What follows belongs to an exercise in optimizing a design on an open flow for a short achievable clock period and few clock cycles per item; a production flow would make more cautious choices. In this exercise RTL edits were held to simulation tests only and were not proved equivalent to the original. The clock port is modelled as an ideal driver, which makes a skipped or thinned clock tree look cheaper than it is; a real chip needs a root buffer or a tree. Power figures rest on the tool's default switching activity, not on a simulated workload.

==> run Z: inputs <==
## exe_top
module exe_top (
        input  logic                                clk,
        input  logic                                reset_n,
        input  logic                                in_req_i,
        output logic                                in_ack_o,
        input  logic [31:0]                         instr_i,
        input  logic [exe_pkg::XLEN-1:0]            pc_i,
        input  logic [exe_pkg::XLEN-1:0]            rs1_i,
        input  logic [exe_pkg::XLEN-1:0]            rs2_i,
        output logic                                res_req_o,
        input  logic                                res_ack_i,
        output logic [exe_pkg::REG_ADDR_W-1:0]      rd_addr_o,
        output logic                                write_rd_o,
        output logic [exe_pkg::XLEN-1:0]            result_o,
        output logic                                branch_taken_o,
        output logic [exe_pkg::XLEN-1:0]            branch_target_o
);
Settings: LEC_CHECK=0, ABC_CLOCK_PERIOD_IN_PS=1500, CAP_MARGIN=20, CORE_MARGIN=2, CORE_UTILIZATION=40, SETUP_SLACK_MARGIN=4.9, SLEW_MARGIN=20, TNS_END_PERCENT=100; clock period 7.0 ns.
standard.sh (not shown) runs the stock make flow with config.mk's settings and CLKGATE_MAP_FILE= SYNTH_SCRIPT=/design/flow/synth_recipe.tcl, a recipe that flattens the netlist after the stock synthesis.
==> flow/flow/run.sh <==
#!/bin/bash
# The standard layout (standard.sh: ORFS synthesis to final), except
# that the clock tree comes from flow/ctree.tcl, hooked into ORFS's CTS
# step through PRE_CTS_TCL: the clock port feeds four root inverters, each
# root feeds a group of leaf inverters, each leaf about 44 flip-flops.
# Before that, flow/pull.tcl moves each register that drives an output
# port next to the port's buffer.
# standard.sh's own output goes to standard.log in this folder.
set -euo pipefail
here=$(pwd)
export PRE_CTS_TCL="$here/flow/pre_cts.tcl"
bash standard.sh > "$here/standard.log" 2>&1
Other scripts of this flow, unchanged in this note and not shown: flow/flow/ctree.tcl, flow/flow/pre_cts.tcl, flow/flow/pull.tcl
==> run R: changes against run Z <==
--- a/flow/design.v
+++ b/flow/design.v
@@ -15,18 +15,18 @@
         localparam logic [2:0] ALU_OR      = 3'b110;
         localparam logic [2:0] ALU_AND     = 3'b111;
         localparam logic [2:0] BR_BEQ  = 3'b000;
         localparam logic [2:0] BR_BNE  = 3'b001;
         localparam logic [2:0] BR_BLT  = 3'b100;
         localparam logic [2:0] BR_BGE  = 3'b101;
         localparam logic [2:0] BR_BLTU = 3'b110;
         localparam logic [2:0] BR_BGEU = 3'b111;
-        localparam int C1 = 11;
-        localparam int C2 = 22;
+        localparam int C1 = 10;
+        localparam int C2 = 21;
         typedef struct packed {
                 logic [31:0]             instr;
                 logic [XLEN-1:0]         pc;
                 logic [XLEN-1:0]         rs1;
                 logic [XLEN-1:0]         rs2;
         } raw_rec_t;
         typedef struct packed {
                 logic                    is_alu;
@@ -77,16 +77,23 @@
                 logic                    eq;
                 logic                    lt;
                 logic                    ltu;
                 logic [XLEN-1:0]         pcsum;    
         } ex3_rec_t;
         typedef struct packed {
                 logic [REG_ADDR_W-1:0]   rd;
                 logic                    wr;
+                logic                    taken;
+                logic                    is_br;
+                logic [XLEN-1:0]         value;    
+        } q_rec_t;
+        typedef struct packed {
+                logic [REG_ADDR_W-1:0]   rd;
+                logic                    wr;
                 logic [XLEN-1:0]         result;
                 logic                    taken;
                 logic [XLEN-1:0]         target;
         } out_rec_t;
 endpackage
 `timescale 1ns/100ps
 module operand_decode (
         input  exe_pkg::raw_rec_t   raw_i,
@@ -136,31 +143,33 @@
 endmodule
 `timescale 1ns/100ps
 module outcome_queue #(
         parameter int DEPTH = 4
 ) (
         input  logic                    clk,
         input  logic                    reset_n,
         input  logic                    wr_i,            
-        input  exe_pkg::out_rec_t       wdata_i,
+        input  exe_pkg::q_rec_t         wdata_i,
         input  logic                    res_ack_i,
         output logic                    res_req_o,
         output logic                    done_o,          
         output exe_pkg::out_rec_t       out_o
 );
         localparam int AW = $clog2(DEPTH);
         localparam int W  = $bits(wdata_i);
         logic [W-1:0]       mem [DEPTH];
         logic [DEPTH-1:0]   full;
         logic [AW-1:0]      wp;
         logic [AW-1:0]      rp;
         logic               req_n;           
         logic               req_d;
-        logic [W-1:0]       out_q;
+        exe_pkg::q_rec_t    head;
+        exe_pkg::out_rec_t  out_d;
+        exe_pkg::out_rec_t  out_q;
         assign done_o = ~req_n & res_ack_i;
         assign req_d  = ~res_ack_i & (~req_n | full[rp]);
         always_ff @(posedge clk or negedge reset_n) begin
                 if (!reset_n) begin
                         full      <= '0;
                         wp        <= '0;
                         rp        <= '0;
                         res_req_o <= 1'b0;
@@ -185,18 +194,24 @@
         end
         always_ff @(posedge clk) begin
                 for (int i = 0; i < DEPTH; i++) begin
                         if (wr_i && (wp == AW'(i))) begin
                                 mem[i] <= wdata_i;
                         end
                 end
         end
+        assign head         = mem[rp];
+        assign out_d.rd     = head.rd;
+        assign out_d.wr     = head.wr;
+        assign out_d.taken  = head.taken;
+        assign out_d.result = head.is_br ? '0 : head.value;
+        assign out_d.target = head.is_br ? head.value : '0;
         always_ff @(posedge clk) begin
-                out_q <= mem[rp];
+                out_q <= out_d;
         end
         assign out_o = out_q;
 endmodule
 `timescale 1ns/100ps
 module alu_stage1 (
         input  exe_pkg::dec_rec_t   rec_i,
         output exe_pkg::ex1_rec_t   rec_o
 );
@@ -293,17 +308,17 @@
                 rec_o.eq    = rec_i.eq;
                 rec_o.ltu   = ~a_hi[32-C2];
                 rec_o.lt    = (rec_i.x_hi[31] == rec_i.yx_hi[31]) ? rec_i.x_hi[31]
                                                                   : a_hi[31-C2];
         end
 endmodule
 module alu_select (
         input  exe_pkg::ex3_rec_t   rec_i,
-        output exe_pkg::out_rec_t   rec_o
+        output exe_pkg::q_rec_t     rec_o
 );
         logic [exe_pkg::XLEN-1:0]   other_rev;
         logic [exe_pkg::XLEN-1:0]   alu_out;
         logic                       br_taken;
         always_comb begin
                 for (int i = 0; i < 32; i++) begin
                         other_rev[i] = rec_i.other[31-i];
                 end
@@ -326,20 +341,20 @@
                         exe_pkg::BR_BLTU: br_taken = rec_i.ltu;
                         exe_pkg::BR_BGEU: br_taken = ~rec_i.ltu;
                         default:          br_taken = 1'b0;
                 endcase
         end
         always_comb begin
                 rec_o.wr     = rec_i.ctl.is_alu | rec_i.ctl.is_up;
                 rec_o.rd     = (rec_i.ctl.is_alu | rec_i.ctl.is_up) ? rec_i.ctl.rd : '0;
-                rec_o.result = rec_i.ctl.is_alu ? alu_out :
-                               rec_i.ctl.is_up  ? rec_i.pcsum : '0;
                 rec_o.taken  = rec_i.ctl.is_br & br_taken;
-                rec_o.target = rec_i.ctl.is_br ? rec_i.pcsum : '0;
+                rec_o.is_br  = rec_i.ctl.is_br;
+                rec_o.value  = (rec_i.ctl.is_br | rec_i.ctl.is_up) ? rec_i.pcsum :
+                               rec_i.ctl.is_alu ? alu_out : '0;
         end
 endmodule
 `timescale 1ns/100ps
 module exe_top (
         input  logic                                clk,
         input  logic                                reset_n,
         input  logic                                in_req_i,
         output logic                                in_ack_o,
@@ -366,17 +381,18 @@
         logic [2:0]             cnt;             
         logic                   room;
         exe_pkg::raw_rec_t      raw_in;
         exe_pkg::raw_rec_t      s0;
         exe_pkg::dec_rec_t      dec_d, s1;
         exe_pkg::ex1_rec_t      ex1_d, s2;
         exe_pkg::ex2_rec_t      ex2_d, s3;
         exe_pkg::ex3_rec_t      ex3_d, s4;
-        exe_pkg::out_rec_t      out_d, out_q;
+        exe_pkg::q_rec_t        out_d;
+        exe_pkg::out_rec_t      out_q;
         assign cnt    = n_acc - n_done;
         assign room   = (cnt != 3'(QDEPTH));
         assign accept = in_req_i & ack_n & room;
         assign ack_d  = in_req_i & (~ack_n | room);
         always_ff @(posedge clk or negedge reset_n) begin
                 if (!reset_n) begin
                         in_ack_o <= 1'b0;
                         ack_n    <= 1'b1;
==> comparison table <==
metric                                                                      run Z           run R
Status                                                             finished clean  finished clean
Routed wl met3                                                            3274 µm         3069 µm
R2R depth                                                                       9               8
Max incr delay on CP                                                       390 ps          380 ps
Part of the Yosys area used for sequential elements                        67.22%          65.48%
Fraction of post-synthesis cell area in the top cell type by area          41.65%          48.11%
Hold path startpoint                                                      s3[119]         s3[101]
Count of vias placed by the detailed router                                20,110          18,360
Crit path DAT                                                              830 ps          780 ps
Multi-input gate share of the layout cell area                             26.58%          28.40%
Total area of multi-input combinational cells                         0.01069 mm²     0.01002 mm²
Net count reported at finish                                                3,106           2,913
Final estimated routing congestion in global placement                     0.8496          0.9093
Antenna violations before repair                                               10               1
Aggregate global-route resource usage                                      18.38%          18.37%
Final worst-path cycle share                                               31.88%          31.17%
Leakage power                                                            16.33 nW        14.40 nW
Row cnt                                                                       109             102
Wire length after detailed routing                                      87,080 µm       75,910 µm
Switching power of the nets                                              3.859 mW        3.370 mW
Capture point of the worst reg-to-reg path                                s2[141]          s4[33]
Simple-gate area share of the yosys netlist                                5.691%          6.688%
Pwr Density                                                          307.7 mW/mm²    303.9 mW/mm²
Switch share                                                               31.20%          31.41%
Min-Delay Endpoint                                                         s4[99]          s4[69]
Number of different library cells in the post-synthesis netlist                66              69
Testbench counts of run Z, summed over its fixed seeds: cycles 36,072, items 18,000.
Testbench counts of run R, summed over its fixed seeds: cycles 36,072, items 18,000.
In every run of this note, the design's own scripts or RTL, not TritonCTS, make the clock network.

-- port drivers added, routing unchanged --
No port has a modelled driver above. Below, the same layouts with a new extraction and two added sets of constraints.
Step 1: set_driving_cell puts a clkbuf_16 on clk and a buf_2 on each other input, an assumption about the parent block.
Step 2 also shifts input and output timing later by t, the mid clock arrival at the registers, as if the neighbouring blocks saw the same clock.
a / b / c = ideal / step 1 / step 2; a / b = the first two.
run | t, ns | setup WS [ns] | hold WS [ns] | cell pins on the clock port's net
run Z | 0.575 | 4.768 / 4.502 / 4.669 | 0.323 / 0.324 / 0.324 | 4
run R | 0.532 | 4.818 / 4.558 / 4.661 | 0.324 / 0.325 / 0.325 | 4
After both steps setup and hold are still met in every run listed. For run R, which loses most, drivers alone change the setup slack by -0.260 ns; drivers and shift together by -0.157 ns.
